Background: an optimization exercise with open tools, aiming at a short achievable clock period and few clock cycles per item. Do not read the settings as production practice.
RTL that was checked went through simulation tests only; none was proved equivalent to the original.
Only the layout flow was run in runs 1 to 3 and 7; the RTL was not checked for function there.
Power figures rest on the tool's default switching activity, not on a simulated workload.

File: run.sh
#!/bin/bash
# synth_recipe.tcl (not shown) runs the flow's synth.tcl, then flattens the netlist and writes it again
# the make line also repeats each setting of config.mk as NAME=value (left out here)
make -C /OpenROAD-flow-scripts/flow DESIGN_CONFIG=/design/flow/config.mk WORK_HOME=/design/flow/orfs CLKGATE_MAP_FILE= SYNTH_SCRIPT=/design/flow/synth_recipe.tcl finish
File: config.mk
export PLATFORM = sky130hd
export DESIGN_NAME = rvPipeCore
export DESIGN_NICKNAME = rvPipeCore
export VERILOG_FILES = /design/flow/design.v
export SDC_FILE = /design/flow/constraint.sdc
export NUM_CORES = 4
export LEC_CHECK = 0
export CAP_MARGIN = 20
export CORE_MARGIN = 2
export CORE_UTILIZATION = 40
export SETUP_SLACK_MARGIN = 5
export SLEW_MARGIN = 20
export TNS_END_PERCENT = 100
File: constraint.sdc
create_clock -name core_clock -period 8.0 [get_ports {CLK}]
set_input_delay 1.6000 -clock core_clock [delete_from_list [all_inputs] [get_ports {CLK}]]
set_output_delay 1.6000 -clock core_clock [all_outputs]
set_load 0.01 [all_outputs]
File: design.v
`default_nettype none
package rvPipePkg;
    typedef struct packed {
        logic [6:0]         funct7;
        logic [5-1:0] rs2;
        logic [5-1:0] rs1;
        logic [2:0]         funct3;
        logic [5-1:0] rd;
        logic [6:0]         opcode;
    } rFieldsT;
    typedef struct packed {
        logic [6:0]         immHigh;
        logic [5-1:0] rs2;
        logic [5-1:0] rs1;
        logic [2:0]         funct3;
        logic [4:0]         immLow;
        logic [6:0]         opcode;
    } sFieldsT;
    typedef union packed {
        rFieldsT rFields;
        sFieldsT sFields;
    } instrWord;
    typedef enum logic [3:0] {
        aluAdd, aluSub, aluSll, aluSlt, aluSltu, aluXor,
        aluSrl, aluSra, aluOr, aluAnd, aluPassB
    } aluOp;
endpackage
`default_nettype wire
`default_nettype none
module executeUnit (
    input  logic [32-1:0] a,
    input  logic [32-1:0] b,
    input  logic             sra,
    output logic [32-1:0] sum,
    output logic [32-1:0] diff,
    output logic [32-1:0] shl,
    output logic [32-1:0] shr,
    output logic             lt,
    output logic             ltu
);
    function automatic logic [32:0] ksCarry(input logic [31:0] g0, input logic [31:0] p0,
                                            input logic cin);
        logic [31:0] g, p, gn, pn;
        g = g0;
        p = p0;
        g[0] = g0[0] | (p0[0] & cin);
        for (int d = 1; d < 32; d = d * 2) begin
            for (int i = 0; i < 32; i++) begin
                if (i >= d) begin
                    gn[i] = g[i] | (p[i] & g[i-d]);
                    pn[i] = p[i] & p[i-d];
                end
                else begin
                    gn[i] = g[i];
                    pn[i] = p[i];
                end
            end
            g = gn;
            p = pn;
        end
        ksCarry = {g, cin};
    endfunction
    logic [31:0] pAdd, gAdd, pSub, gSub;
    logic [32:0] cAdd, cSub;
    assign pAdd = a ^ b;
    assign gAdd = a & b;
    assign pSub = ~(a ^ b);
    assign gSub = a & ~b;
    assign cAdd = ksCarry(gAdd, pAdd, 1'b0);
    assign cSub = ksCarry(gSub, pSub, 1'b1);
    assign sum  = pAdd ^ cAdd[31:0];
    assign diff = pSub ^ cSub[31:0];
    assign ltu = ~cSub[32];
    assign lt  = ltu ^ a[31] ^ b[31];
    logic [32:0] shrIn;
    assign shl   = a << b[4:0];
    assign shrIn = {sra & a[31], a};
    assign shr   = 32'($signed(shrIn) >>> b[4:0]);
endmodule
`default_nettype wire
`default_nettype none
module rvPipeCore (
    input  logic                CLK,
    input  logic                rst,
    input  logic [32-1:0]    instr,
    output logic [10-1:0] instrAddr,
    output logic [10-1:0] ramAddr,
    output logic [32-1:0]    ramWData,
    output logic                ramWe,
    input  logic [32-1:0]    ramRData,
    output logic [32-1:0]    gpio
);
    logic [31:0] eA, eB, eSD;
    logic [4:0]  eRd;
    logic        eWe, eRamWe, eGpioWe, eSra;
    logic [9:0]  eRamAddr;
    localparam int OP_ADD = 0, OP_SUB = 1, OP_SLL = 2, OP_SLT = 3, OP_SLTU = 4, OP_XOR = 5,
                   OP_SR = 6, OP_OR = 7, OP_AND = 8, OP_LUI = 9, OP_LD = 10, NOPS = 11;
    logic [NOPS-1:0] eOp, kA, kB, kS;
    logic [31:0] res;
    logic [31:0] wRes;
    logic [4:0]  wRd;
    logic        wWe;
    logic [10-1:0] pc;
    logic                stall;
    always_ff @(posedge CLK) begin
        if (rst)         pc <= '0;
        else if (!stall) pc <= pc + 1'b1;
    end
    assign instrAddr = pc;
    logic [31:0] rf [1:31];
    logic [31:0] h1, h2;
    always_ff @(posedge CLK) begin
        if (wWe) rf[wRd] <= wRes;
        h1 <= wRes;
        h2 <= h1;
    end
    logic [31:0] dI;
    logic [31:0] dRfA, dRfB;
    logic        fE1, fW1, fH11, fH21, fE2, fW2, fH12, fH22;
    logic        dWe;
    logic [4:0]  dRd;
    logic [4:0]  iRs1, iRs2;
    assign iRs1 = instr[19:15];
    assign iRs2 = instr[24:20];
    always_ff @(posedge CLK) begin
        if (rst) begin
            dI   <= 32'h0000_0013;
            fE1  <= 1'b0;
            fW1  <= 1'b0;
            fH11 <= 1'b0;
            fH21 <= 1'b0;
            fE2  <= 1'b0;
            fW2  <= 1'b0;
            fH12 <= 1'b0;
            fH22 <= 1'b0;
        end
        else if (!stall) begin
            dI   <= instr;
            fE1  <= nE1;
            fW1  <= eWe && eRd == iRs1;
            fH11 <= wWe && wRd == iRs1;
            fH21 <= 1'b0;
            fE2  <= nE2;
            fW2  <= eWe && eRd == iRs2;
            fH12 <= wWe && wRd == iRs2;
            fH22 <= 1'b0;
        end
        else begin
            fE1  <= 1'b0;
            fW1  <= fE1;
            fH11 <= fW1;
            fH21 <= fH11;
            fE2  <= 1'b0;
            fW2  <= fE2;
            fH12 <= fW2;
            fH22 <= fH12;
        end
    end
    always_ff @(posedge CLK) begin
        if (!stall) begin
            dRfA <= (iRs1 == 5'd0) ? 32'd0 : rf[iRs1];
            dRfB <= (iRs2 == 5'd0) ? 32'd0 : rf[iRs2];
        end
    end
    logic [6:0] dOp;
    logic [2:0] dF3;
    logic       dAlt;
    assign dOp  = dI[6:0];
    assign dRd  = dI[11:7];
    assign dF3  = dI[14:12];
    assign dAlt = dI[30];
    logic dIsR, dIsI, dIsL, dIsS, dIsU, dAlu;
    assign dIsR = dOp == 7'h33;
    assign dIsI = dOp == 7'h13;
    assign dIsL = dOp == 7'h03;
    assign dIsS = dOp == 7'h23;
    assign dIsU = dOp == 7'h37;
    assign dAlu = dIsR | dIsI;
    assign dWe  = (dAlu | dIsL | dIsU) && dRd != 5'd0;
    logic [31:0] immI, immS, immU;
    assign immI = {{20{dI[31]}}, dI[31:20]};
    assign immS = {{20{dI[31]}}, dI[31:25], dI[11:7]};
    assign immU = {dI[31:12], 12'b0};
    logic [31:0] oldA, oldB;
    assign oldA = fW1 ? wRes : fH11 ? h1 : fH21 ? h2 : dRfA;
    assign oldB = fW2 ? wRes : fH12 ? h1 : fH22 ? h2 : dRfB;
    logic [11:0] mA, mB, dAddr;
    logic        dHit, c2;
    logic [11:2] zOk;
    assign mA    = oldA[11:0];
    assign mB    = dIsS ? immS[11:0] : immI[11:0];
    assign dAddr = mA + mB;
    assign c2     = (mA[1] & mB[1]) | ((mA[1] | mB[1]) & mA[0] & mB[0]);
    assign zOk[2] = (mA[2] ^ mB[2]) == c2;
    for (genvar i = 3; i < 12; i++) begin : gZero
        assign zOk[i] = (mA[i] ^ mB[i]) == (mA[i-1] | mB[i-1]);
    end
    assign dHit  = &zOk;
    assign stall = (dIsL | dIsS) && fE1;
    logic [NOPS-1:0] nOp;
    always_comb begin
        nOp = '0;
        nOp[OP_ADD]  = dAlu && dF3 == 3'd0 && !(dIsR && dAlt);
        nOp[OP_SUB]  = dIsR && dF3 == 3'd0 && dAlt;
        nOp[OP_SLL]  = dAlu && dF3 == 3'd1;
        nOp[OP_SLT]  = dAlu && dF3 == 3'd2;
        nOp[OP_SLTU] = dAlu && dF3 == 3'd3;
        nOp[OP_XOR]  = dAlu && dF3 == 3'd4;
        nOp[OP_SR]   = dAlu && dF3 == 3'd5;
        nOp[OP_OR]   = dAlu && dF3 == 3'd6;
        nOp[OP_AND]  = dAlu && dF3 == 3'd7;
        nOp[OP_LUI]  = dIsU;
        nOp[OP_LD]   = dIsL;
    end
    logic nE1, nE2, iIsR;
    assign nE1  = dWe && dRd == iRs1;
    assign nE2  = dWe && dRd == iRs2;
    assign iIsR = instr[6:0] == 7'h33;
    logic [31:0] sum, diff, shl, shr;
    logic        lt, ltu;
    executeUnit alu (
        .a(eA), .b(eB), .sra(eSra), .sum(sum), .diff(diff), .shl(shl), .shr(shr),
        .lt(lt), .ltu(ltu)
    );
    function automatic logic [31:0] pick(input logic [NOPS-1:0] k,
                                         input logic [31:0] fAdd, input logic [31:0] fSub,
                                         input logic [31:0] fSll, input logic [31:0] fSr,
                                         input logic fLt, input logic fLtu,
                                         input logic [31:0] fA, input logic [31:0] fB,
                                         input logic [31:0] fLd);
        pick = ({32{k[OP_ADD]}} & fAdd) | ({32{k[OP_SUB]}} & fSub) |
               ({32{k[OP_SLL]}} & fSll) | ({32{k[OP_SR]}} & fSr) |
               {31'd0, (k[OP_SLT] & fLt) | (k[OP_SLTU] & fLtu)} |
               ({32{k[OP_XOR]}} & (fA ^ fB)) | ({32{k[OP_OR]}} & (fA | fB)) |
               ({32{k[OP_AND]}} & (fA & fB)) | ({32{k[OP_LUI]}} & fB) |
               ({32{k[OP_LD]}} & fLd);
    endfunction
    assign res = pick(eOp, sum, diff, shl, shr, lt, ltu, eA, eB, ramRData);
    logic        bRes;
    logic [31:0] bOld;
    assign bRes = dIsR && fE2;
    assign bOld = dIsR ? oldB : (dIsU ? immU : immI);
    always_ff @(posedge CLK) begin
        eA  <= pick(kA, sum, diff, shl, shr, lt, ltu, eA, eB, ramRData) | ({32{!fE1}} & oldA);
        eB  <= pick(kB, sum, diff, shl, shr, lt, ltu, eA, eB, ramRData) | ({32{!bRes}} & bOld);
        eSD <= pick(kS, sum, diff, shl, shr, lt, ltu, eA, eB, ramRData) | ({32{!fE2}} & oldB);
        eRd  <= dRd;
        eRamAddr <= dAddr[11:2];
        if (rst || stall) begin
            eWe     <= 1'b0;
            eRamWe  <= 1'b0;
            eGpioWe <= 1'b0;
            eSra    <= 1'b0;
            eOp     <= '0;
            kA      <= '0;
            kB      <= '0;
            kS      <= '0;
        end
        else begin
            eWe     <= dWe;
            eRamWe  <= dIsS && !dHit;
            eGpioWe <= dIsS && dHit;
            eSra    <= dAlu && dF3 == 3'd5 && dAlt;
            eOp     <= nOp;
            kA      <= nOp & {NOPS{nE1}};
            kB      <= nOp & {NOPS{nE2 && iIsR}};
            kS      <= nOp & {NOPS{nE2}};
        end
    end
    assign ramAddr  = eRamAddr;
    assign ramWe    = eRamWe;
    assign ramWData = eSD;
    always_ff @(posedge CLK) begin
        if (rst)          gpio <= '0;
        else if (eGpioWe) gpio <= eSD;
    end
    always_ff @(posedge CLK) begin
        wRes <= res;
        wRd  <= eRd;
        if (rst) wWe <= 1'b0;
        else     wWe <= eWe;
    end
endmodule
`default_nettype wire
==> impl_metrics.toml, run 1 <==
[status]
status = "timing/DRC/antenna clean"

[logic_synthesis]
synth_ff_type = "edfxtp_1"
synth-compound-area-share_pct = 14.01
synth_xor_area_share_pct = 1.280
synth_area_mm2 = 0.07390
synth_cell_types = 89
synth_edf_count = 1056
synth-adder-area-share_pct = 2.052
synth_top_family_by_area = "multiplexers"
seq_area_frac_synth_pct = 52.20
syn_inst = 5707
yosysWarnings = 2
syn_avg_cell_area_um2 = 12.95
synth_simple_gate_area_share_pct = 6.491
async_flop_share_pct = 0
synth_nets = 5893
synth.area.mux_share_pct = 20.26
synth-seq-cells = 1399

[worst_setup_path]
cp_slowest_cell = "a221o_1"
cp_common_cell = "buf_4"
critical_path_required_ns = 8.64
criticalPathCategory = "register to register"
worstPathCellList = "inv_1 > ha_4 > buf_4 > a21oi_2 > o211ai_1 > buf_4 > a2111oi_4 > nor3_1 > buf_4 > buf_6 > a21boi_4 > xnor2_2 > a221o_1"
cpPeakStageDelay_ns = 0.46
cp_data_arrival_time_ns = 4.04
cp-start-kind = "register"
cp-end-kind = "register"
cp_max_fo = 11

[placed_design]
place_ws_ns = 3.106
io_buffer_count = 150
dp_hpwl_mm = 179.2
dp_cells = 7981
gp_congestion = 1.041
placed_area_mm2 = 0.07903

[global_route]
antenna_found_initial = 19
grt_pass1_wl_mm = 427.3
grt_max_degree = 70
grt_pass1_vias = 56970
grtUsageTotal_pct = 31.92
grt-ovfl-total = 0

[finish]
fin_nets = 6102
instances_no_fill = 8515
final_cell_mix = "edfxtp_1, mux4_2, nor2_1, nand2_1, mux2i_1"
design_area_mm2 = 0.08968
n_fill_cell = 15880
syn2layout_area_growth_pct = 21.34
fin_util_pct = 48.93
drive_gt1_share_pct = 31.08
final_common_cell = "edfxtp_1"

[cts]
cts_tree = "done"
clk_path_buf_depth = 3
clk_latency_ns = 0.82
clk_pin_slew_ns = 0.06
cts_root_buf = "clkbuf_16"
htree_levels = 4
cts_buffers = 155
cts_sinks = 1399

[routing]
drt_iter0_drc = 10590
wirelength_mm = 310.1
num_vias = 58390
drtAntennaViolNets = 0
drt-pass1-iter-count = 15
vias_per_cell = 6.858
route.detailed.drc = 0
wl_per_cell_um = 36.41

[sta]
fin_setup_tns_ns = 0
timing.fmax_mhz = 293.9
fin_crit_sh_pct = 42.53
period_needed_ns = 3.403
rsz0062_at_grt = "true"
fin_skew_ns = 0.04422
worstMarginPinSlew_ns = 1.277
layout_setup_ws_ns = 4.597
final-setup-viol-count = 0
finalMaxSlewViolations = 0
hold_violations = 0
slew_headroom_pct = 14.84

[power_and_ir_drop]
leakage_nw = 31.02
internal-power_mw = 14.09
power_frac_clock_pct = 35.6
peakVddDrop_mv = 0.1603
power_switching_mw = 6.443
pwr-share-seq_pct = 40.5
power_frac_comb_pct = 23.9
switching_share_pct = 31.38
p_per_area_mw_per_mm2 = 229.0

[die]
num_rows = 157
top_level_ports = 151
initial_core_util_pct = 40.32
coreArea_mm2 = 0.1833
die-width_um = 433.8
die-height_um = 433.8
die_area_mm2 = 0.1882

[job]
drv_cap = 0

[worst_hold_path]
hp-class = "register to register"
worst paths after layout:
kind,start,end,slack (ns),depth (start not counted)
max,eA[4],wRes[21],4.60,13
min,h1[12],h2[12],0.37,0
max reg2reg,eA[4],wRes[21],4.60,13
min reg2reg,h1[12],h2[12],0.37,0
worst max-delay path, delay by kind of cell (launching register included):
kind	cells	cell delay (ns)
xor+xnor	1	0.12
fa+ha+maj	1	0.25
simple gates	1	0.10
buf+inv	5	0.83
compound gates	5	1.49
flops	1	0.43
power groups by stage:
stage / registers, mW / clock network (mW) / logic, mW
floorplan: 8.33 / 0 / 2.48
finish: 8.32 / 7.30 / 4.91
CTS: 8.30 / 7.38 / 4.38
detailed placement: 8.46 / 0 / 3.70
global placement: 8.45 / 0 / 3.71
global route: 8.33 / 7.66 / 5.05
synth_stat cells, drive strengths merged (12+ instances only):
cell type  number  share of area [%]
mux2          123                1.9
nand2b         29               0.25
a222oi        119                1.6
nor2          371                1.9
ha            118                2.0
o21a           14               0.14
xnor2          69               0.82
and3           12               0.10
clkbuf        358                1.8
o21ai         198                1.3
mux2i         318                4.3
inv           180               0.91
o221ai         45               0.53
nor2b          33               0.29
xor2           39               0.46
nand4          33               0.28
and2           19               0.16
o211ai         82               0.83
a211oi         26               0.26
nor3          105               0.71
mux4          462                 14
edfxtp       1056                 43
o2111ai        22               0.26
o21bai         18               0.18
a21oi         351                2.4
nand3          75               0.51
or2            19               0.16
nor4           20               0.17
a221o         141                1.9
a221oi        150                1.8
a22oi         136                1.4
buf           150               0.96
o31ai          20               0.22
dfxtp         343                9.3
nand2         315                1.6
a21o           22               0.22
logic make-up (layout without fill, tap and decap cells):
logic type | count (synthesis) | in the layout
XOR/XNOR | 108 | 108
adder cells (fa/ha/maj) | 120 | 120
flip-flops | 1399 | 1399
AO/OA/AOI/OAI | 1421 | 1421
other | 0 | 6
buffers and inverters | 690 | 1027
AND/OR/NAND/NOR | 1066 | 1067
multiplexers | 903 | 903
through the flow:
step / hold slack [ns] / total power, mW
2_1_floorplan: 0.3432 / 10.80
3_3_place_gp: 0.3503 / 12.16
3_5_place_dp: 0.3573 / 12.15
4_1_cts: 0.3560 / 20.06
5_1_grt: 0.3702 / 21.05
6_report: 0.3675 / 20.54
repair_timing:
item | CTS | global route
gates cloned | 27 | 15
setup buffers | 141 | 58
endpoints found under the setup margin | 388 | 213
pin swaps | 91 | 111
hold buffers | 0 | 0
resized for setup | 755 | 209
flip-flops by register name (all words and copies together) (netlist names), 32 cells and up:
register and cells:
eA 32, h2 32, dRfA 32, rf 992, wRes 32, dRfB 32
eB 32, gpio 32, h1 32, dI 32, eSD 32
per-layer routing:
| layer | wire (um) | global-route usage [%] | up-vias |
|---|---|---|---|
| li1 | - | - | 23360 |
| met3 | 39000 | 10.29 | 1182 |
| met5 | 54 | 0 | - |
| met4 | 20950 | 17.75 | 8 |
| met1 | 112900 | 40.19 | 29480 |
| met2 | 137200 | 48.56 | 4359 |
area by class of cell:
type / instances / area (um^2) / share of cell area [%]
timing repair buffer: 555 / 5904 / 6.584
sequential: 1399 / 38780 / 43.25
tap: 2464 / 3083 / 3.438
timing repair inverter: 4 / 37.54 / 0.04186
inverter: 182 / 754.5 / 0.8413
multi-input combinational: 3619 / 35930 / 40.06
antenna: 6 / 15.01 / 0.01674
clock buffer: 201 / 4249 / 4.738
clock inverter: 85 / 922.1 / 1.028
==> inputs of run 2 (changes only) <==
==> flow/run.sh (new file) <==
#!/bin/bash
# The standard ORFS flow, with synthesis mapping the logic through a delay-oriented ABC
# script (flow/abc_speed.script) in place of ORFS's. Everything else is ORFS's own scripts.
set -euo pipefail
rm -rf scripts_mod
cp -r "$FLOW_HOME/scripts" scripts_mod
cp flow/abc_speed.script scripts_mod/abc_speed.script
export SCRIPTS_DIR="$PWD/scripts_mod"
bash standard.sh > standard_flow.log 2>&1
==> flow/abc_speed.script (new file) <==
&get -n
&st
&syn2
&if -g -K 6
&synch2
&nf
&put
strash
dch
map -D 1000
strash
dch -f
map -D 1000
buffer -c
topo
stime -c
upsize -c
dnsize -c
==> standard.sh (new file) <==
#!/bin/bash
# synth_recipe.tcl (not shown) runs the flow's synth.tcl, then flattens the netlist and writes it again
# the make line also repeats each setting of config.mk as NAME=value (left out here)
make -C /OpenROAD-flow-scripts/flow DESIGN_CONFIG=/design/flow/config.mk WORK_HOME=/design/flow/orfs CLKGATE_MAP_FILE= SYNTH_SCRIPT=/design/flow/synth_recipe.tcl "${@:-finish}"
removed: run.sh
==> impl_metrics.toml, run 2 <==
[routing]
wirelength_mm = 406.6
vias_per_cell = 6.895
drt_iter0_drc = 14780
route.detailed.drc = 0
drtAntennaViolNets = 0
wl_per_cell_um = 36.12
drt-pass1-iter-count = 12
num_vias = 77620

[die]
die-width_um = 440.0
num_rows = 160
top_level_ports = 151
coreArea_mm2 = 0.1896
die-height_um = 440.0
initial_core_util_pct = 40.12
die_area_mm2 = 0.1936

[finish]
final_common_cell = "edfxtp_1"
fin_nets = 8786
final_cell_mix = "edfxtp_1, nand2_1, o21ai_0, a21oi_1, inv_1"
largest_reg_flops = 992
design_area_mm2 = 0.08960
top_register = "rf"
drive_gt1_share_pct = 14.04
syn2layout_area_growth_pct = 17.81

[sta]
fin_crit_sh_pct = 45.23
hold_violations = 0
final-setup-viol-count = 0
worstMarginPinSlew_ns = 1.308
slew_headroom_pct = 12.44
finalMaxSlewViolations = 0
rsz0062_at_grt = "true"
timing.fmax_mhz = 276.4
fin_skew_ns = 0.04086
period_needed_ns = 3.618
fin_setup_tns_ns = 0

[worst_setup_path]
cp-end-kind = "register"
cp_max_fo = 13
endpoint = "wRes[22]"
timing.rr.start = "eB[2]"
r2r_cells = 17
regToRegSetupSlack_ns = 4.38
criticalPathCategory = "register to register"
cp-start-kind = "register"
critical_path_required_ns = 8.51
crit_start = "eB[2]"
worstReg2RegEnd = "wRes[22]"
cp_data_arrival_time_ns = 4.13

[worst_hold_path]
hold_start = "h1[8]"
hp-class = "register to register"
min_path_cells = 0

[cts]
htree_levels = 4
clk_pin_slew_ns = 0.07
clk_path_buf_depth = 3
cts_root_buf = "clkbuf_16"
cts_tree = "done"
cts_sinks = 1399
cts_buffers = 158
clk_latency_ns = 0.85

[global_route]
antenna_found_initial = 39
grt_pass1_wl_mm = 541.8
grt-ovfl-total = 0
grt_max_degree = 107
grt_pass1_vias = 69670
grtUsageTotal_pct = 39.41

[logic_synthesis]
synth_nets = 8737
synth_top_cell_by_area = "edfxtp_1"
syn_avg_cell_area_um2 = 8.894
async_flop_share_pct = 0
synth_edf_count = 1056
synth_cell_types = 89
synth_most_common_cell = "edfxtp_1"
synth-seq-cells = 1399
synth_area_leaders = "edfxtp_1, dfxtp_1, o21ai_0"
yosysWarnings = 2
seq_area_frac_synth_pct = 50.72
synth_top_area_share_pct = 41.69
synth_area_mm2 = 0.07605
syn_inst = 8551
synth_ff_type = "edfxtp_1"
synth.top_cells.by_count = "edfxtp_1, nand2_1, o21ai_0"

[job]
drv_cap = 0

[status]
status = "timing/DRC/antenna clean"

[power_and_ir_drop]
peakVddDrop_mv = 0.1850
leakage_nw = 31.94
p_per_area_mw_per_mm2 = 219.0

[placed_design]
gp_congestion = 1.081
dp_hpwl_mm = 235.2
io_buffer_count = 150
placed_area_mm2 = 0.07971
## run 2: changes by cell type in the layout (fill, tap and decap cells not counted), sizes merged, moves of 200 or more
cell    delta
o21ai    +850
nand2    +726
inv      +563
a21oi    +523
mux4     -462
nor2     +344
nand3    +314
mux2i    -309
o211ai   +222
o22ai    +200
## run 2: logic make-up (layout without fill, tap and decap cells)
kind of cell	Yosys count	after routing	share of synthesized area (%)
other	0	16	0
XOR/XNOR	41	41	0.4820
AO/OA/AOI/OAI	3233	3233	26.32
buffers and inverters	1432	1610	7.556
flip-flops	1399	1399	50.72
adder cells (fa/ha/maj)	120	120	1.994
multiplexers	10	10	0.1333
AND/OR/NAND/NOR	2316	2317	12.79
## run 2: area by class of cell
| class | count | area, um^2 |
|---|---|---|
| fill | 17810 | 99980 |
| clock buffer | 207 | 4325 |
| antenna | 16 | 40.04 |
| timing repair inverter | 7 | 73.82 |
| sequential | 1399 | 38700 |
| timing repair buffer | 546 | 5614 |
| tap | 2511 | 3142 |
| inverter | 767 | 3107 |
| clock inverter | 83 | 837.1 |
| multi-input combinational | 5721 | 33750 |
## run 2: through the flow
stage | util [%] | worst slack (ns) | power, mW | hold slack (ns) | cells
floorplan | - | 4.977 | 10.14 | 0.3308 | 8551
global placement | 42.04 | 2.985 | 11.55 | 0.3335 | 10740
detailed placement | 42.05 | 2.950 | 11.55 | 0.3384 | 10740
CTS | 46.26 | 4.696 | 19.18 | 0.3513 | 11160
global route | 47.24 | 4.503 | 20.02 | 0.3567 | 11240
finish | 47.26 | 4.382 | 19.62 | 0.3500 | 11260
## run 2: repair_timing
item	CTS	global route
gates cloned	16	25
hold buffers	0	0
setup buffers	108	60
gates resized for setup	773	221
setup endpoints to repair	645	243
pin swaps	75	61
## run 2: worst min path at each step
stage	end	slack [ns]
floorplan	h2[11]	0.33
global placement	h2[16]	0.33
detailed placement	h2[19]	0.34
CTS	h2[19]	0.35
global route	h2[19]	0.36
finish	h2[8]	0.35
## run 2: power breakdown
group	internal (mW)	leakage, nW	switching, mW	total [mW]
sequential	7.99	12.7	0.219	8.21
clock	4.16	2.51	3.26	7.42
combinational	1.15	16.7	2.84	4.00
total	13.3	31.9	6.32	19.6
## run 2: critical path, cell delays in order, from the launching register on
cell	delay (ns)
dfxtp_2	0.33
buf_6	0.20
inv_2	0.13
buf_4	0.22
ha_1	0.26
inv_1	0.09
o211ai_1	0.10
buf_4	0.15
buf_6	0.11
nand3_4	0.07
nand2_4	0.07
nand3_4	0.10
nand3_4	0.09
buf_4	0.17
a21oi_4	0.29
nand2_1	0.24
nand3_1	0.14
nand4_1	0.49
## run 2: routing by layer
metal	wire, um	GRT usage (%)
met5	193	0
met3	61600	12.62
met4	34760	27.94
met2	162400	54.93
met1	147600	51.38
==> inputs of run 3 (changes only) <==
--- a/design.v
+++ b/design.v
@@ -102,10 +102,10 @@
     logic [4:0]  wRd;
     logic        wWe;
     logic [10-1:0] pc;
-    logic                stall;
+    logic                stall, go;    
     always_ff @(posedge CLK) begin
         if (rst)         pc <= '0;
-        else if (!stall) pc <= pc + 1'b1;
+        else if (go)     pc <= pc + 1'b1;
     end
     assign instrAddr = pc;
     logic [31:0] rf [1:31];
@@ -135,7 +135,7 @@
             fH12 <= 1'b0;
             fH22 <= 1'b0;
         end
-        else if (!stall) begin
+        else if (go) begin
             dI   <= instr;
             fE1  <= nE1;
             fW1  <= eWe && eRd == iRs1;
@@ -158,7 +158,7 @@
         end
     end
     always_ff @(posedge CLK) begin
-        if (!stall) begin
+        if (go) begin
             dRfA <= (iRs1 == 5'd0) ? 32'd0 : rf[iRs1];
             dRfB <= (iRs2 == 5'd0) ? 32'd0 : rf[iRs2];
         end
@@ -197,7 +197,18 @@
         assign zOk[i] = (mA[i] ^ mB[i]) == (mA[i-1] | mB[i-1]);
     end
     assign dHit  = &zOk;
-    assign stall = (dIsL | dIsS) && fE1;
+    logic iIsLS;
+    assign iIsLS = instr[6:0] == 7'h03 || instr[6:0] == 7'h23;
+    always_ff @(posedge CLK) begin
+        if (rst || stall) begin
+            stall <= 1'b0;
+            go    <= 1'b1;
+        end
+        else begin
+            stall <= iIsLS && nE1;
+            go    <= !(iIsLS && nE1);
+        end
+    end
     logic [NOPS-1:0] nOp;
     always_comb begin
         nOp = '0;
==> run.sh (new file) <==
#!/bin/bash
# synth_recipe.tcl (not shown) runs the flow's synth.tcl, then flattens the netlist and writes it again
# the make line also repeats each setting of config.mk as NAME=value (left out here)
make -C /OpenROAD-flow-scripts/flow DESIGN_CONFIG=/design/flow/config.mk WORK_HOME=/design/flow/orfs CLKGATE_MAP_FILE= SYNTH_SCRIPT=/design/flow/synth_recipe.tcl finish
removed: flow/run.sh
removed: flow/abc_speed.script
removed: standard.sh
==> impl_metrics.toml, run 3 <==
[logic_synthesis]
synth_nets = 5866
synth-adder-area-share_pct = 2.030
synth.top_cells.by_count = "edfxtp_1, mux4_2, mux2i_1"
syn_inst = 5680
synth_top_area_share_pct = 42.46
synth_edf_count = 1056
synth-compound-area-share_pct = 13.70
synth_most_common_cell = "edfxtp_1"
synth_cell_types = 102
seq_area_frac_synth_pct = 51.70
synth-seq-cells = 1401
synth_top_family_by_area = "multiplexers"
yosysWarnings = 2
synth_simple_gate_area_share_pct = 6.387
synth_ff_type = "edfxtp_1"
synth_area_leaders = "edfxtp_1, mux4_2, dfxtp_1"
synth.area.mux_share_pct = 21.32
syn_avg_cell_area_um2 = 13.15
synth_top_cell_by_area = "edfxtp_1"
synth_xor_area_share_pct = 1.091
synth_area_mm2 = 0.07469
async_flop_share_pct = 0

[placed_design]
gp_congestion = 1.007
placed_area_mm2 = 0.07972
dp_hpwl_mm = 182.9
io_buffer_count = 150
place_ws_ns = 3.207

[worst_setup_path]
cp_max_fo = 4
timing.rr.start = "eB[4]"
cp_common_cell = "buf_12"
cp_slowest_cell = "a311o_2"
cpPeakStageDelay_ns = 0.49
cp_data_arrival_time_ns = 3.88
r2r_cells = 13
worstPathCellList = "inv_4 > buf_12 > ha_4 > nor2_4 > o211ai_1 > buf_4 > a32oi_4 > a311o_2 > o2111ai_4 > buf_12 > and2_4 > xnor2_4 > a221o_2"
cp-start-kind = "register"
critical_path_required_ns = 8.65
cp-end-kind = "register"
criticalPathCategory = "register to register"
crit_start = "eB[4]"

[sta]
fin_setup_tns_ns = 0
layout_setup_ws_ns = 4.773
fin_crit_sh_pct = 40.33
fin_skew_ns = 0.03526
worstMarginPinSlew_ns = 1.166
final-setup-viol-count = 0
slew_headroom_pct = 22.28
rsz0062_at_grt = "true"
period_needed_ns = 3.227
timing.fmax_mhz = 309.9
finalMaxSlewViolations = 0
hold_violations = 0

[global_route]
grtUsageTotal_pct = 32.45
grt_max_degree = 68
grt_pass1_wl_mm = 440.0
grt-ovfl-total = 0
grt_pass1_vias = 56860
antenna_found_initial = 18

[die]
die-height_um = 436.1
die_area_mm2 = 0.1902
top_level_ports = 151
num_rows = 158
coreArea_mm2 = 0.1854
initial_core_util_pct = 40.28
die-width_um = 436.1

[power_and_ir_drop]
peakVddDrop_mv = 0.1754
leakage_nw = 30.99
p_per_area_mw_per_mm2 = 224.1

[finish]
top_register = "rf"
drive_gt1_share_pct = 31.61
syn2layout_area_growth_pct = 19.76
final_common_cell = "edfxtp_1"
n_fill_cell = 16180
fin_nets = 6076
design_area_mm2 = 0.08945
fin_util_pct = 48.24
final_cell_mix = "edfxtp_1, mux4_2, mux2i_1, buf_4, nor2_1"
largest_reg_flops = 992

[cts]
htree_levels = 4
clk_latency_ns = 0.83
cts_sinks = 1401
cts_root_buf = "clkbuf_16"
clk_path_buf_depth = 3
clk_pin_slew_ns = 0.06
cts_tree = "done"
cts_buffers = 154

[worst_hold_path]
min_path_cells = 0
hp-class = "register to register"
hold_start = "h1[4]"

[status]
status = "timing/DRC/antenna clean"

[routing]
drtAntennaViolNets = 0
vias_per_cell = 6.942
drt-pass1-iter-count = 11
drt_iter0_drc = 10310
wl_per_cell_um = 37.53
route.detailed.drc = 0
num_vias = 59030
wirelength_mm = 319.1

[job]
drv_cap = 0
## run 3: final timing paths
check                               end  slack (ns)
worst max register to register  eSD[21]        4.77
worst min-delay path              h2[4]        0.35
worst max-delay path            eSD[21]        4.77
worst min register to register    h2[4]        0.35
## run 3: power by group
| group | leakage, nW | internal, mW | switching (mW) |
|---|---|---|---|
| Sequential | 12.7 | 8.09 | 0.328 |
| Clock | 2.40 | 4.01 | 3.09 |
| Combinational | 15.9 | 1.82 | 2.72 |
## run 3: worst max-delay path, delay by kind of cell (launching register included)
| family | cells | cell delay (ns) |
|---|---|---|
| flip-flops | 1 | 0.44 |
| AND/OR/NAND/NOR | 2 | 0.25 |
| AO/OA/AOI/OAI | 5 | 1.40 |
| adder cells (fa/ha/maj) | 1 | 0.31 |
| buffers and inverters | 4 | 0.52 |
| XOR/XNOR | 1 | 0.10 |
## run 3: timing repair
item | CTS | global route
cloned | 19 | 8
pin swaps | 84 | 86
resized for setup | 782 | 196
hold buffers | 0 | 0
buffers inserted | 129 | 85
setup endpoints to repair | 428 | 155
## run 3: cell families after synthesis
family	count (synthesis)
adder cells (fa/ha/maj)	120
AO/OA/AOI/OAI	1371
buffers and inverters	693
multiplexers	964
XOR/XNOR	93
AND/OR/NAND/NOR	1038
flip-flops	1401
## run 3: metrics by stage
step / cells / hold slack [ns] / power [mW]
after floorplan: 5680 / 0.3428 / 10.72
after CTS: 8401 / 0.3537 / 19.59
after detailed placement: 7973 / 0.3583 / 12.00
after global placement: 7971 / 0.3541 / 11.98
after global routing: 8499 / 0.3604 / 20.56
final: 8504 / 0.3481 / 20.05
## run 3: area by class of cell
| class | count | area [um^2] | area share [%] |
|---|---|---|---|
| Multi-Input combinational cell | 3587 | 36330 | 40.62 |
| Timing Repair inverter | 2 | 17.52 | 0.01958 |
| Clock inverter | 84 | 794.5 | 0.8882 |
| Sequential cell | 1401 | 38850 | 43.43 |
| Inverter | 186 | 757.0 | 0.8463 |
| Timing Repair Buffer | 558 | 5455 | 6.099 |
| Antenna cell | 10 | 25.02 | 0.02798 |
| Tap cell | 2480 | 3103 | 3.469 |
| Clock buffer | 196 | 4118 | 4.603 |
## run 3: per-layer routing
layer | part of all wire [%] | GRT usage [%]
met1 | 35 | 40.07
met2 | 45 | 50.22
met3 | 12 | 8.776
met5 | 0.016 | 0
met4 | 8.0 | 20.93
==> inputs of run 4 (changes only) <==
--- a/design.v
+++ b/design.v
@@ -109,15 +109,21 @@
     end
     assign instrAddr = pc;
     logic [31:0] rf [1:31];
-    logic [31:0] h1, h2;
+    logic [31:0] h1, h2, h3;
+    logic [4:0]  h1Rd;
+    logic        h1We;
     always_ff @(posedge CLK) begin
-        if (wWe) rf[wRd] <= wRes;
+        if (h1We) rf[h1Rd] <= h1;
         h1 <= wRes;
         h2 <= h1;
+        h3 <= h2;
+        h1Rd <= wRd;
+        if (rst) h1We <= 1'b0;
+        else     h1We <= wWe;
     end
     logic [31:0] dI;
     logic [31:0] dRfA, dRfB;
-    logic        fE1, fW1, fH11, fH21, fE2, fW2, fH12, fH22;
+    logic        fE1, fW1, fH11, fH21, fH31, fE2, fW2, fH12, fH22, fH32;
     logic        dWe;
     logic [4:0]  dRd;
     logic [4:0]  iRs1, iRs2;
@@ -130,31 +136,37 @@
             fW1  <= 1'b0;
             fH11 <= 1'b0;
             fH21 <= 1'b0;
+            fH31 <= 1'b0;
             fE2  <= 1'b0;
             fW2  <= 1'b0;
             fH12 <= 1'b0;
             fH22 <= 1'b0;
+            fH32 <= 1'b0;
         end
         else if (go) begin
             dI   <= instr;
             fE1  <= nE1;
             fW1  <= eWe && eRd == iRs1;
             fH11 <= wWe && wRd == iRs1;
-            fH21 <= 1'b0;
+            fH21 <= h1We && h1Rd == iRs1;
+            fH31 <= 1'b0;
             fE2  <= nE2;
             fW2  <= eWe && eRd == iRs2;
             fH12 <= wWe && wRd == iRs2;
-            fH22 <= 1'b0;
+            fH22 <= h1We && h1Rd == iRs2;
+            fH32 <= 1'b0;
         end
         else begin
             fE1  <= 1'b0;
             fW1  <= fE1;
             fH11 <= fW1;
             fH21 <= fH11;
+            fH31 <= fH21;
             fE2  <= 1'b0;
             fW2  <= fE2;
             fH12 <= fW2;
             fH22 <= fH12;
+            fH32 <= fH22;
         end
     end
     always_ff @(posedge CLK) begin
@@ -183,20 +195,31 @@
     assign immS = {{20{dI[31]}}, dI[31:25], dI[11:7]};
     assign immU = {dI[31:12], 12'b0};
     logic [31:0] oldA, oldB;
-    assign oldA = fW1 ? wRes : fH11 ? h1 : fH21 ? h2 : dRfA;
-    assign oldB = fW2 ? wRes : fH12 ? h1 : fH22 ? h2 : dRfB;
-    logic [11:0] mA, mB, dAddr;
-    logic        dHit, c2;
-    logic [11:2] zOk;
-    assign mA    = oldA[11:0];
-    assign mB    = dIsS ? immS[11:0] : immI[11:0];
-    assign dAddr = mA + mB;
-    assign c2     = (mA[1] & mB[1]) | ((mA[1] | mB[1]) & mA[0] & mB[0]);
-    assign zOk[2] = (mA[2] ^ mB[2]) == c2;
-    for (genvar i = 3; i < 12; i++) begin : gZero
-        assign zOk[i] = (mA[i] ^ mB[i]) == (mA[i-1] | mB[i-1]);
-    end
-    assign dHit  = &zOk;
+    assign oldA = fW1 ? wRes : fH11 ? h1 : fH21 ? h2 : fH31 ? h3 : dRfA;
+    assign oldB = fW2 ? wRes : fH12 ? h1 : fH22 ? h2 : fH32 ? h3 : dRfB;
+    function automatic logic [10:0] agu(input logic [11:0] a, input logic [11:0] b);
+        logic [11:0] sum;
+        logic [11:2] ok;
+        logic        c2;
+        sum = a + b;
+        c2    = (a[1] & b[1]) | ((a[1] | b[1]) & a[0] & b[0]);
+        ok[2] = (a[2] ^ b[2]) == c2;
+        for (int i = 3; i < 12; i++) ok[i] = (a[i] ^ b[i]) == (a[i-1] | b[i-1]);
+        agu = {&ok, sum[11:2]};
+    endfunction
+    logic [11:0] mB;
+    logic [10:0] aW, aH1, aH2, aH3, aRf, dAgu;
+    logic [9:0]  dAddr;
+    logic        dHit;
+    assign mB   = dIsS ? immS[11:0] : immI[11:0];
+    assign aW   = agu(wRes[11:0], mB);
+    assign aH1  = agu(h1[11:0], mB);
+    assign aH2  = agu(h2[11:0], mB);
+    assign aH3  = agu(h3[11:0], mB);
+    assign aRf  = agu(dRfA[11:0], mB);
+    assign dAgu = fW1 ? aW : fH11 ? aH1 : fH21 ? aH2 : fH31 ? aH3 : aRf;
+    assign dAddr = dAgu[9:0];
+    assign dHit  = dAgu[10];
     logic iIsLS;
     assign iIsLS = instr[6:0] == 7'h03 || instr[6:0] == 7'h23;
     always_ff @(posedge CLK) begin
@@ -257,7 +280,7 @@
         eB  <= pick(kB, sum, diff, shl, shr, lt, ltu, eA, eB, ramRData) | ({32{!bRes}} & bOld);
         eSD <= pick(kS, sum, diff, shl, shr, lt, ltu, eA, eB, ramRData) | ({32{!fE2}} & oldB);
         eRd  <= dRd;
-        eRamAddr <= dAddr[11:2];
+        eRamAddr <= dAddr;
         if (rst || stall) begin
             eWe     <= 1'b0;
             eRamWe  <= 1'b0;
--- a/config.mk
+++ b/config.mk
@@ -7,7 +7,8 @@
 export LEC_CHECK = 0
 export CAP_MARGIN = 20
 export CORE_MARGIN = 2
-export CORE_UTILIZATION = 40
+export CORE_UTILIZATION = 55
+export PLACE_DENSITY = 0.75
 export SETUP_SLACK_MARGIN = 5
 export SLEW_MARGIN = 20
 export TNS_END_PERCENT = 100
==> impl_metrics.toml, run 4 <==
[status]
status = "timing/DRC/antenna clean"

[sta]
timing.fmax_mhz = 311.7
slew_headroom_pct = 15.98
worstMarginPinSlew_ns = 1.260
rsz0062_at_grt = "true"
period_needed_ns = 3.208
finalMaxSlewViolations = 0
fin_crit_sh_pct = 40.10
fin_skew_ns = 0.05503
final-setup-viol-count = 0
hold_violations = 0
fin_setup_tns_ns = 0
layout_setup_ws_ns = 4.792

[global_route]
grtUsageTotal_pct = 44.95
globalRouteMet1Util_pct = 53.89
grt-ovfl-total = 0
grt_pass1_wl_mm = 453.8
gr-usage-met3_pct = 16.84
gr-usage-met2_pct = 66.07
grt.busiest_layer = "met2"
grt_pass1_vias = 61840
antenna_found_initial = 22
grt_max_degree = 70

[worst_hold_path]
min_path_cells = 0
hp-class = "register to register"
worst_hold_path.endpoint = "h3[5]"
hold_start = "h2[5]"

[routing]
drt_iter0_drc = 12150
drtAntennaViolNets = 0
num_vias = 63810
route.detailed.drc = 0
wl_per_cell_um = 40.16
drt-pass1-iter-count = 15
vias_per_cell = 7.797
wirelength_mm = 328.7

[worst_setup_path]
cp_max_fo = 6
crit_family = "compound AO/OA/AOI/OAI gates"
worstPathCellList = "clkinvlp_4 > buf_12 > ha_4 > nor2_4 > a211oi_4 > o21a_4 > a211o_4 > and2_4 > o31ai_4 > o21a_4 > o311ai_4 > a221o_1"
cp_slowest_cell = "o31ai_4"
cp-start-kind = "register"
worstReg2RegEnd = "wRes[30]"
timing.rr.start = "eB[3]"
regToRegSetupSlack_ns = 4.79
r2r_cells = 12
criticalPathCategory = "register to register"
critical_path_required_ns = 8.69
cp_data_arrival_time_ns = 3.90
critical_path_buf_inv_count = 2
cp_common_cell = "o21a_4"
cp-end-kind = "register"
cpPeakStageDelay_ns = 0.40
cp.depth = 12

[logic_synthesis]
async_flop_share_pct = 0
synth_cell_types = 95
synth-compound-area-share_pct = 14.11
synth.area.mux_share_pct = 19.96
syn_avg_cell_area_um2 = 12.82
synth_area_leaders = "edfxtp_1, mux4_2, dfxtp_1"
seq_area_frac_synth_pct = 51.31
synth.top_cells.by_count = "edfxtp_1, mux4_2, dfxtp_1"
synth_top_cell_by_area = "edfxtp_1"
yosysWarnings = 2
synth_ff_type = "edfxtp_1"
synth-seq-cells = 1441
synth_top_family_by_area = "multiplexers"
synth_area_mm2 = 0.07683
synth_most_common_cell = "edfxtp_1"
synth-adder-area-share_pct = 2.544
syn_inst = 5994
synth_nets = 6215
synth_top_area_share_pct = 41.28
synth_edf_count = 1056
synth_xor_area_share_pct = 1.687
synth_simple_gate_area_share_pct = 6.596

[cts]
clk_pin_slew_ns = 0.06
cts_root_buf = "clkbuf_16"
clk_path_buf_depth = 3
cts_buffers = 153
cts_tree = "done"
cts_sinks = 1441
postCtsHoldBufs = 0
clk_latency_ns = 0.82
htree_levels = 4

[die]
die-height_um = 377.7
die_area_mm2 = 0.1427
top_level_ports = 151
coreArea_mm2 = 0.1390
num_rows = 137
die-width_um = 377.7
initial_core_util_pct = 55.26

[power_and_ir_drop]
peakVddDrop_mv = 0.2739
p_per_area_mw_per_mm2 = 235.3
leakage_nw = 31.42

[finish]
fin_nets = 6381
syn2layout_area_growth_pct = 18.10
top_register = "rf"
final_common_cell = "edfxtp_1"
largest_reg_flops = 992
final_cell_mix = "edfxtp_1, mux4_2, nand2_1, nor2_1, mux2i_1"
drive_gt1_share_pct = 29.13

[placed_design]
dp_hpwl_mm = 188.3
place_ws_ns = 3.248
io_buffer_count = 150
gp_congestion = 1.065

[job]
drv_cap = 0
-- run 4: changes by cell type after synthesis, moves of 24 or more --
cell,before,now
nand2_1,285,382
o21ai_0,200,251
dfxtp_1,345,385
ha_1,118,153
a211oi_1,28,62
xnor2_1,51,83
inv_1,182,210
buf_2,82,106
clkbuf_1,348,324
-- run 4: worst max path at each step --
| stage | startpoint | endpoint |
|---|---|---|
| after global routing | eA[1] | wRes[28] |
| after CTS | eB[1] | eSD[25] |
| after floorplan | instr[20] | dRfB[0] |
| after detailed placement | instr[18] | dRfA[2] |
| after global placement | instr[18] | dRfA[2] |
| final | eB[3] | wRes[30] |
-- run 4: final cells by class --
cell class / instances / area [um^2]
flip-flops and latches: 1441 / 39710
well taps: 1876 / 2347
diodes: 22 / 55.05
clock buffers: 194 / 4134
fillers: 9908 / 48280
multi-input cells: 3826 / 37320
clock inverters: 87 / 952.2
repair buffers: 520 / 5336
inverters: 217 / 869.6
repair inverters: 1 / 8.758
-- run 4: worst register-to-register path: stages, from the launching register on --
cell        delay [ns]
dfxtp_4           0.37
clkinvlp_4        0.17
buf_12            0.19
ha_4              0.27
nor2_4            0.12
a211oi_4          0.07
o21a_4            0.25
a211o_4           0.39
and2_4            0.17
o31ai_4           0.40
o21a_4            0.22
o311ai_4          0.12
a221o_1           0.35
-- run 4: what timing repair did --
| item | in CTS | in global routing |
|---|---|---|
| gates cloned | 19 | 9 |
| buffers inserted | 94 | 97 |
| pin swaps | 72 | 92 |
| hold endpoints to repair | 0 | 0 |
| resized for setup | 677 | 248 |
| setup endpoints to repair | 326 | 222 |
-- run 4: stage by stage --
step / util (%) / power (mW) / hold slack, ns / instance area (um^2) / std cells
2_1_floorplan: - / 11.48 / 0.3290 / 78380 / 5994
3_3_place_gp: 58.16 / 13.00 / 0.3369 / 80850 / 7662
3_5_place_dp: 58.17 / 13.00 / 0.3435 / 80860 / 7662
4_1_cts: 63.94 / 20.62 / 0.3464 / 88890 / 8056
5_1_grt: 65.24 / 21.76 / 0.3574 / 90690 / 8167
6_report: 65.27 / 21.35 / 0.3530 / 90730 / 8184
-- run 4: cell families after synthesis --
kind of cell	after synthesis
compound gates	1464
xor+xnor	148
fa+ha+maj	155
buf+inv	727
flops	1441
mux	924
simple gates	1135
-- run 4: per-layer routing --
metal,vias up,routed length [um]
met1,31070,106400
met4,20,31140
met3,1957,50260
met5,-,123
met2,6401,140800
li1,24360,-
-- run 4: power breakdown --
group          switching, mW  internal [mW]
registers              0.445           8.33
clock network           3.18           4.09
logic                   3.31           1.98
Testbench counts of run 4, summed over its fixed seeds: cycles 37,042, items 36,500.
==> inputs of run 5 (changes only) <==
--- a/config.mk
+++ b/config.mk
@@ -7,8 +7,8 @@
 export LEC_CHECK = 0
 export CAP_MARGIN = 20
 export CORE_MARGIN = 2
-export CORE_UTILIZATION = 55
-export PLACE_DENSITY = 0.75
+export CORE_UTILIZATION = 40
+export GPL_ROUTABILITY_DRIVEN = 0
 export SETUP_SLACK_MARGIN = 5
 export SLEW_MARGIN = 20
 export TNS_END_PERCENT = 100
==> impl_metrics.toml, run 5 <==
[global_route]
grt_pass1_vias = 58640
grt-ovfl-total = 0
antenna_found_initial = 15
grt_pass1_wl_mm = 433.9
grtUsageTotal_pct = 30.65
grt_max_degree = 69

[finish]
fin_util_pct = 47.80
n_fill_cell = 16520
final_cell_mix = "edfxtp_1, mux4_2, nand2_1, mux2i_1, nor2_1"
drive_gt1_share_pct = 28.57
largest_reg_flops = 992
top_register = "rf"
final_common_cell = "edfxtp_1"
fin_nets = 6341
syn2layout_area_growth_pct = 18.58

[power_and_ir_drop]
finalPower_mw = 21.56
p_per_area_mw_per_mm2 = 236.7
switching_share_pct = 32.00
pwr-share-seq_pct = 40.4
internal-power_mw = 14.66
power_frac_clock_pct = 35.5
peakVddDrop_mv = 0.2630
power_switching_mw = 6.899
power_frac_comb_pct = 24.1
leakage_nw = 31.39

[routing]
drt-pass1-iter-count = 13
route.detailed.drc = 0
num_vias = 60900
drtAntennaViolNets = 0
wl_per_cell_um = 35.48
wirelength_mm = 311.4
vias_per_cell = 6.939
drt_iter0_drc = 11750

[sta]
fin_crit_sh_pct = 41.33
timing.fmax_mhz = 302.4
finalMaxSlewViolations = 0
worstMarginPinSlew_ns = 1.349
hold_violations = 0
period_needed_ns = 3.307
fin_skew_ns = 0.06620
slew_headroom_pct = 10.06
rsz0062_at_grt = "true"
final-setup-viol-count = 0
fin_setup_tns_ns = 0

[cts]
cts_buffers = 158
cts_sinks = 1441
cts_tree = "done"
clk_path_buf_depth = 3
clk_pin_slew_ns = 0.06
clk_latency_ns = 0.85
htree_levels = 4
cts_root_buf = "clkbuf_16"

[logic_synthesis]
synth_area_leaders = "edfxtp_1, mux4_2, dfxtp_1"
synth_area_mm2 = 0.07683
syn_avg_cell_area_um2 = 12.82
synth_top_area_share_pct = 41.28
synth_ff_type = "edfxtp_1"
synth_cell_types = 95
synth.top_cells.by_count = "edfxtp_1, mux4_2, dfxtp_1"
syn_inst = 5994
yosysWarnings = 2
async_flop_share_pct = 0
synth_top_cell_by_area = "edfxtp_1"
synth_nets = 6215
synth_edf_count = 1056
seq_area_frac_synth_pct = 51.31
synth_most_common_cell = "edfxtp_1"
synth-seq-cells = 1441

[worst_setup_path]
criticalPathCategory = "register to register"
cpPeakStageDelay_ns = 0.54
worstReg2RegEnd = "eSD[0]"
cp_max_fo = 6
critical_path_buf_inv_count = 6
cp-end-kind = "register"
cp_slowest_cell = "o211ai_1"
crit_family = "compound AO/OA/AOI/OAI gates"
regToRegSetupSlack_ns = 4.69
worstPathCellList = "clkinvlp_4 > buf_12 > ha_4 > buf_6 > nor3_4 > a21oi_2 > nand4_1 > buf_4 > a211oi_2 > buf_4 > nor2_4 > a211oi_4 > o31ai_4 > buf_12 > o211ai_1"
r2r_cells = 15
timing.rr.start = "eB[3]"
cp-start-kind = "register"
cp_data_arrival_time_ns = 3.97
critical_path_required_ns = 8.66
cp.depth = 15

[worst_hold_path]
min_path_cells = 0
hp-class = "register to register"
hold_start = "wRes[12]"
worst_hold_path.endpoint = "h1[12]"

[die]
die_area_mm2 = 0.1956
die-width_um = 442.3
top_level_ports = 151
die-height_um = 442.3
coreArea_mm2 = 0.1906
initial_core_util_pct = 40.31
num_rows = 160

[placed_design]
io_buffer_count = 150
dp_hpwl_mm = 176.2

[job]
drv_cap = 0

[status]
status = "timing/DRC/antenna clean"
[run 5: layout make-up]
cell class              count  area, um^2  share of cell area, %
clock buffers             186        4099                  4.499
repair inverters            1       8.758               0.009614
inverters                 217       869.6                 0.9545
clock inverters           108        1358                  1.490
repair buffers            474        4820                  5.290
diodes                     11       27.53                0.03022
multi-input cells        3827       37110                  40.74
flip-flops and latches   1441       39660                  43.54
well taps                2511        3142                  3.449
[run 5: logic make-up (layout without fill, tap and decap cells)]
| kind of cell | after synthesis | in the layout | synth area share [%] |
|---|---|---|---|
| adder cells (fa/ha/maj) | 155 | 155 | 2.544 |
| flip-flops | 1441 | 1441 | 51.31 |
| buffers and inverters | 727 | 986 | 3.803 |
| XOR/XNOR | 148 | 148 | 1.687 |
| AO/OA/AOI/OAI | 1464 | 1464 | 14.11 |
| multiplexers | 924 | 924 | 19.96 |
| other | 0 | 11 | 0 |
| AND/OR/NAND/NOR | 1135 | 1136 | 6.596 |
[run 5: metrics by stage]
stage | setup slack [ns] | hold WS (ns) | area, um^2 | instances
final | 4.693 | 0.3496 | 91100 | 8776
after global routing | 4.745 | 0.3526 | 91080 | 8767
after CTS | 4.818 | 0.3397 | 89960 | 8711
after detailed placement | 3.302 | 0.3379 | 81670 | 8297
after global placement | 3.323 | 0.3370 | 81670 | 8297
after floorplan | 4.663 | 0.3290 | 78380 | 5994
[run 5: layer usage]
metal,global-route usage (%),routed length [um],vias up
met4,16.84,22500,14
met2,45.66,134300,4868
met1,39.27,112000,30340
li1,-,-,24260
met5,0,216,-
met3,10.30,42400,1419
[run 5: power by group through the flow]
stage / combinational, mW / clock [mW] / sequential, mW
CTS: 4.65 / 7.73 / 8.70
finish: 5.19 / 7.65 / 8.72
global route: 5.36 / 8.05 / 8.73
global placement: 4.00 / 0 / 8.87
detailed placement: 4.03 / 0 / 8.87
floorplan: 2.77 / 0 / 8.70
[run 5: repair_timing]
action	in CTS	in global routing
buffers inserted	98	45
endpoints found under the setup margin	329	152
hold endpoints to repair	0	0
hold buffers	0	0
gates cloned	22	9
gates resized for setup	775	159
pin swaps	86	91
[run 5: worst register-to-register path: stages (launching register included)]
cell and delay [ns]:
dfxtp_4 0.38, clkinvlp_4 0.13, buf_12 0.16, ha_4 0.31, buf_6 0.12, nor3_4 0.04, a21oi_2 0.20, nand4_1 0.12
buf_4 0.18, a211oi_2 0.17, buf_4 0.18, nor2_4 0.06, a211oi_4 0.29, o31ai_4 0.10, buf_12 0.17, o211ai_1 0.54
[run 5: how the worst max path moves through the flow]
stage	start	end	slack, ns
CTS	eB[0]	eSD[30]	4.82
global placement	instr[15]	dRfA[25]	3.32
detailed placement	instr[15]	dRfA[25]	3.30
global route	eB[3]	eSD[0]	4.75
finish	eB[3]	eSD[0]	4.69
floorplan	instr[20]	dRfB[0]	4.66
==> inputs of run 6 (changes only) <==
--- a/config.mk
+++ b/config.mk
@@ -8,7 +8,6 @@
 export CAP_MARGIN = 20
 export CORE_MARGIN = 2
 export CORE_UTILIZATION = 40
-export GPL_ROUTABILITY_DRIVEN = 0
 export SETUP_SLACK_MARGIN = 5
 export SLEW_MARGIN = 20
 export TNS_END_PERCENT = 100
==> impl_metrics.toml, run 6 <==
[sta]
final-setup-viol-count = 0
timing.fmax_mhz = 314.1
hold_violations = 0
fin_crit_sh_pct = 39.80
period_needed_ns = 3.184
fin_skew_ns = 0.04114
whs_ns = 0.3548
worstMarginPinSlew_ns = 1.271
layout_setup_ws_ns = 4.816
finalMaxSlewViolations = 0
rsz0062_at_grt = "true"
slew_headroom_pct = 15.28
fin_setup_tns_ns = 0

[worst_setup_path]
r2r_cells = 5
criticalPathCategory = "register to register"
critical_path_buf_inv_count = 2
cp-start-kind = "register"
cp_data_arrival_time_ns = 3.81
cpPeakStageDelay_ns = 1.08
worstPathCellList = "inv_1 > buf_8 > o211ai_1 > a211oi_1 > o211ai_1"
cp_slowest_cell = "dfxtp_2"
cp_max_fo = 22
critical_path_required_ns = 8.62
regToRegSetupSlack_ns = 4.82
cp-end-kind = "register"
cp.depth = 5
cp_common_cell = "o211ai_1"
crit_family = "buffers and inverters"

[logic_synthesis]
synth_cell_types = 95
synth_xor_area_share_pct = 1.687
synth-seq-cells = 1441
synth_ff_type = "edfxtp_1"
synth_edf_count = 1056
synth.top_cells.by_count = "edfxtp_1, mux4_2, dfxtp_1"
syn_avg_cell_area_um2 = 12.82
synth-compound-area-share_pct = 14.11
synth_area_leaders = "edfxtp_1, mux4_2, dfxtp_1"
synth-adder-area-share_pct = 2.544
synth_top_area_share_pct = 41.28
synth_simple_gate_area_share_pct = 6.596
syn_inst = 5994
async_flop_share_pct = 0
synth_most_common_cell = "edfxtp_1"
yosysWarnings = 2
seq_area_frac_synth_pct = 51.31
synth_area_mm2 = 0.07683
synth_top_cell_by_area = "edfxtp_1"
synth_top_family_by_area = "multiplexers"
synth_nets = 6215
synth.area.mux_share_pct = 19.96

[cts]
clk_pin_slew_ns = 0.07
postCtsHoldBufs = 0
cts_root_buf = "clkbuf_16"
cts_sinks = 1441
clk_path_buf_depth = 3
cts_tree = "done"
htree_levels = 4
clk_latency_ns = 0.84
cts_buffers = 157

[placed_design]
place_ws_ns = 3.264
gp_congestion = 1.038
dp_hpwl_mm = 180.9
placed_area_mm2 = 0.08177
dp_cells = 8311
io_buffer_count = 150

[finish]
instances_no_fill = 8813
drive_gt1_share_pct = 28.79
final_cell_mix = "edfxtp_1, mux4_2, nand2_1, mux2i_1, nor2_1"
seq_area_mm2 = 0.03970
multi_input_area_mm2 = 0.03711
design_area_mm2 = 0.09133
largest_reg_flops = 992
top_register = "rf"
syn2layout_area_growth_pct = 18.88
final_common_cell = "edfxtp_1"
fin_nets = 6387
fin_util_pct = 47.92
n_fill_cell = 16550

[routing]
drt-pass1-iter-count = 14
wirelength_mm = 319.2
vias_per_cell = 6.967
route.detailed.drc = 0
drt_iter0_drc = 10630
num_vias = 61400
wl_per_cell_um = 36.22
drtAntennaViolNets = 0

[die]
die_area_mm2 = 0.1956
top_level_ports = 151
initial_core_util_pct = 40.31
die-height_um = 442.3
coreArea_mm2 = 0.1906
die-width_um = 442.3
num_rows = 160

[status]
status = "timing/DRC/antenna clean"

[power_and_ir_drop]
finalPower_mw = 21.39
switching_share_pct = 31.85
power_frac_comb_pct = 24.2
power_switching_mw = 6.812
peakVddDrop_mv = 0.2348
leakage_nw = 31.50
pwr-share-seq_pct = 40.8
power_frac_clock_pct = 35.0
internal-power_mw = 14.58
p_per_area_mw_per_mm2 = 234.2

[global_route]
grt_max_degree = 78
antenna_found_initial = 20
grt_pass1_wl_mm = 440.7
grt-ovfl-total = 0
grt_pass1_vias = 58960
grtUsageTotal_pct = 31.20

[worst_hold_path]
hp-class = "register to register"
min_path_cells = 0

[job]
drv_cap = 0
## run 6: kinds of logic (layout without fill, tap and decap cells)
family	after synthesis	after routing
simple gates	1135	1136
compound gates	1464	1464
other cells	0	8
fa+ha+maj	155	155
mux	924	924
xor+xnor	148	148
flops	1441	1441
buf+inv	727	1026
## run 6: worst paths after layout
check / startpoint / to
worst max-delay path: kS[7] / eSD[13]
worst min register to register: h2[5] / h3[5]
worst max register to register: kS[7] / eSD[13]
worst min-delay path: h2[5] / h3[5]
## run 6: layout make-up
cell class | instances | share of cell area [%]
Tap cell | 2511 | 3.440
Timing Repair inverter | 2 | 0.01507
Clock buffer | 200 | 4.659
Clock inverter | 87 | 1.089
Multi-Input combinational cell | 3827 | 40.63
Sequential cell | 1441 | 43.46
Inverter | 217 | 0.9685
Antenna cell | 8 | 0.02192
Timing Repair Buffer | 520 | 5.714
## run 6: what timing repair did
action / 4_1_cts / 5_1_grt
pin swaps: 73 / 85
setup buffers: 101 / 76
endpoints found under the setup margin: 326 / 169
gates resized for setup: 748 / 185
cloned: 22 / 8
## run 6: power by group through the flow
stage                     clock network (mW)  logic [mW]  registers [mW]
after floorplan                            0        2.77            8.70
after CTS                               7.57        4.57            8.70
final                                   7.49        5.18            8.73
after global placement                     0        4.04            8.87
after global routing                    7.85        5.36            8.74
after detailed placement                   0        4.06            8.88
## run 6: routing by layer
layer / vias to the layer above / track usage, % / wire (um)
met3: 1364 / 10.35 / 43710
li1: 24380 / - / -
met2: 4959 / 46.89 / 138000
met4: 21 / 17.15 / 21760
met1: 30680 / 39.67 / 115500
met5: - / 0.3907 / 215
==> inputs of run 7 (changes only) <==
--- a/design.v
+++ b/design.v
@@ -90,13 +90,14 @@
     input  logic [32-1:0]    ramRData,
     output logic [32-1:0]    gpio
 );
-    logic [31:0] eA, eB, eSD;
+    logic [31:0] eA, eB;
+    logic [31:0] eSDn;    
     logic [4:0]  eRd;
     logic        eWe, eRamWe, eGpioWe, eSra;
     logic [9:0]  eRamAddr;
     localparam int OP_ADD = 0, OP_SUB = 1, OP_SLL = 2, OP_SLT = 3, OP_SLTU = 4, OP_XOR = 5,
                    OP_SR = 6, OP_OR = 7, OP_AND = 8, OP_LUI = 9, OP_LD = 10, NOPS = 11;
-    logic [NOPS-1:0] eOp, kA, kB, kS;
+    logic [NOPS-1:0] eOp, kA, kB;
     logic [31:0] res;
     logic [31:0] wRes;
     logic [4:0]  wRd;
@@ -251,6 +252,8 @@
     assign nE1  = dWe && dRd == iRs1;
     assign nE2  = dWe && dRd == iRs2;
     assign iIsR = instr[6:0] == 7'h33;
+    logic iIsRS;
+    assign iIsRS = iIsR || instr[6:0] == 7'h23;
     logic [31:0] sum, diff, shl, shr;
     logic        lt, ltu;
     executeUnit alu (
@@ -273,12 +276,14 @@
     assign res = pick(eOp, sum, diff, shl, shr, lt, ltu, eA, eB, ramRData);
     logic        bRes;
     logic [31:0] bOld;
-    assign bRes = dIsR && fE2;
-    assign bOld = dIsR ? oldB : (dIsU ? immU : immI);
+    assign bRes = (dIsR || dIsS) && fE2;
+    assign bOld = (dIsR || dIsS) ? oldB : (dIsU ? immU : immI);
+    logic [31:0] nextB;
+    assign nextB = pick(kB, sum, diff, shl, shr, lt, ltu, eA, eB, ramRData) | ({32{!bRes}} & bOld);
     always_ff @(posedge CLK) begin
         eA  <= pick(kA, sum, diff, shl, shr, lt, ltu, eA, eB, ramRData) | ({32{!fE1}} & oldA);
-        eB  <= pick(kB, sum, diff, shl, shr, lt, ltu, eA, eB, ramRData) | ({32{!bRes}} & bOld);
-        eSD <= pick(kS, sum, diff, shl, shr, lt, ltu, eA, eB, ramRData) | ({32{!fE2}} & oldB);
+        eB   <= nextB;
+        eSDn <= ~nextB;
         eRd  <= dRd;
         eRamAddr <= dAddr;
         if (rst || stall) begin
@@ -289,7 +294,6 @@
             eOp     <= '0;
             kA      <= '0;
             kB      <= '0;
-            kS      <= '0;
         end
         else begin
             eWe     <= dWe;
@@ -298,16 +302,15 @@
             eSra    <= dAlu && dF3 == 3'd5 && dAlt;
             eOp     <= nOp;
             kA      <= nOp & {NOPS{nE1}};
-            kB      <= nOp & {NOPS{nE2 && iIsR}};
-            kS      <= nOp & {NOPS{nE2}};
+            kB      <= nOp & {NOPS{nE2 && iIsRS}};
         end
     end
     assign ramAddr  = eRamAddr;
     assign ramWe    = eRamWe;
-    assign ramWData = eSD;
+    assign ramWData = ~eSDn;
     always_ff @(posedge CLK) begin
         if (rst)          gpio <= '0;
-        else if (eGpioWe) gpio <= eSD;
+        else if (eGpioWe) gpio <= ~eSDn;
     end
     always_ff @(posedge CLK) begin
         wRes <= res;
==> impl_metrics.toml, run 7 <==
[status]
status = "timing/DRC/antenna clean"

[routing]
route.detailed.drc = 0
wirelength_mm = 311.0
wl_per_cell_um = 35.94
drt_iter0_drc = 9527
vias_per_cell = 6.809
drtAntennaViolNets = 0

[sta]
fin_crit_sh_pct = 41.09
slew_headroom_pct = 14.25
final-setup-viol-count = 0
finalMaxSlewViolations = 0
period_needed_ns = 3.287
fin_skew_ns = 0.04445
worstMarginPinSlew_ns = 1.250

[finish]
multi_input_area_mm2 = 0.03667
final_cell_mix = "edfxtp_1, mux4_2, nor2_1, mux2i_1, buf_4"
seq_area_mm2 = 0.03948
final_common_cell = "edfxtp_1"
syn2layout_area_growth_pct = 21.58
top_register = "rf"
drive_gt1_share_pct = 32.16
largest_reg_flops = 992

[logic_synthesis]
synth-seq-cells = 1430
synth_area_mm2 = 0.07498
synth_cell_types = 95
synth_ff_type = "edfxtp_1"
synth.top_cells.by_count = "edfxtp_1, mux4_2, nor2_1"
seq_area_frac_synth_pct = 52.27
synth_top_area_share_pct = 42.29
yosysWarnings = 2
synth_top_cell_by_area = "edfxtp_1"
synth_most_common_cell = "edfxtp_1"
async_flop_share_pct = 0
syn_avg_cell_area_um2 = 12.98

[worst_setup_path]
cp-start-kind = "register"
cp_max_fo = 4
criticalPathCategory = "register to register"
cp_slowest_cell = "or4b_4"
crit_family = "compound AO/OA/AOI/OAI gates"
cpPeakStageDelay_ns = 0.53
r2r_cells = 13
critical_path_required_ns = 8.70
worstPathCellList = "inv_12 > ha_4 > o21bai_4 > a21oi_4 > or4b_4 > a31oi_4 > buf_12 > a2111o_1 > buf_6 > a31oi_4 > o211a_1 > o21bai_1 > a221o_1"
cp_data_arrival_time_ns = 3.99
cp_common_cell = "a31oi_4"
cp.depth = 13

[job]
drv_cap = 0

[cts]
cts_root_buf = "clkbuf_16"
cts_buffers = 155
cts_tree = "done"
clk_path_buf_depth = 3
clk_latency_ns = 0.85
postCtsHoldBufs = 0
cts_sinks = 1430
clk_pin_slew_ns = 0.07

[die]
coreArea_mm2 = 0.1858
die_area_mm2 = 0.1909
num_rows = 158
die-height_um = 437.0
die-width_um = 437.0
top_level_ports = 151
initial_core_util_pct = 40.35

[power_and_ir_drop]
p_per_area_mw_per_mm2 = 226.2
peakVddDrop_mv = 0.2501

[global_route]
grt_pass1_vias = 56470
grt_pass1_wl_mm = 427.4
grtUsageTotal_pct = 31.23
grt_max_degree = 83

[worst_hold_path]
hp-class = "register to register"

[placed_design]
place_ws_ns = 3.324
io_buffer_count = 150
[run 7: cells by family (layout without fill, tap and decap cells)]
logic type               Yosys count  count (layout)  synth area share (%)
AO/OA/AOI/OAI                   1352            1352                 13.11
XOR/XNOR                         147             147                 1.742
adder cells (fa/ha/maj)          155             155                 2.606
buffers and inverters            719            1101                 3.806
flip-flops                      1430            1430                 52.27
multiplexers                     913             913                 20.04
other                              0              14                     0
AND/OR/NAND/NOR                 1061            1061                 6.416
[run 7: through the flow]
stage | instances | hold WS [ns] | utilization (%) | cell area, um^2 | power [mW]
2_1_floorplan | 5777 | 0.3290 | - | 77080 | 11.04
3_3_place_gp | 8092 | 0.3331 | 43.23 | 80330 | 12.29
3_5_place_dp | 8092 | 0.3372 | 43.23 | 80340 | 12.31
4_1_cts | 8547 | 0.3345 | 48.01 | 89220 | 20.11
5_1_grt | 8641 | 0.3401 | 49.04 | 91140 | 21.13
6_report | 8653 | 0.3433 | 49.06 | 91170 | 20.62
[run 7: timing repair]
action / 4_1_cts / 5_1_grt
pin swaps: 102 / 86
resized for setup: 893 / 220
cloned: 28 / 8
setup buffers: 143 / 83
endpoints found under the setup margin: 313 / 161
[run 7: path summary, 6_finish.rpt]
| check | start | end | slack, ns |
|---|---|---|---|
| hold reg to reg | wRes[9] | h1[9] | 0.34 |
| hold / removal | wRes[9] | h1[9] | 0.34 |
| setup reg to reg | eB[1] | wRes[27] | 4.71 |
| setup / recovery | eB[1] | wRes[27] | 4.71 |
[run 7: routing by layer]
layer / wire length [um] / vias up / GRT usage (%)
met5: 53 / - / 0
met1: 113800 / 29660 / 40.64
met2: 135500 / 4487 / 47.05
li1: - / 23580 / -
met3: 38580 / 1182 / 8.095
met4: 23040 / 8 / 18.34
[run 7: final cells by class]
type | count | share of cell area [%]
flip-flops and latches | 1430 | 43.31
multi-input cells | 3628 | 40.22
repair buffers | 565 | 6.360
clock buffers | 198 | 4.570
well taps | 2480 | 3.404
inverters | 249 | 1.081
clock inverters | 86 | 0.9895
diodes | 14 | 0.03843
repair inverters | 3 | 0.02882
[run 7: report_power, final]
part	total, mW	switching, mW	internal (mW)
clock network	7.27	3.19	4.08
registers	8.56	0.323	8.24
logic	4.79	2.90	1.89
[run 7: worst reg2reg max path: stages, from the launching register on]
cell	delay (ns)
dfxtp_4	0.41
inv_12	0.05
ha_4	0.25
o21bai_4	0.14
a21oi_4	0.09
or4b_4	0.53
a31oi_4	0.17
buf_12	0.16
a2111o_1	0.29
buf_6	0.14
a31oi_4	0.13
o211a_1	0.29
o21bai_1	0.16
a221o_1	0.36
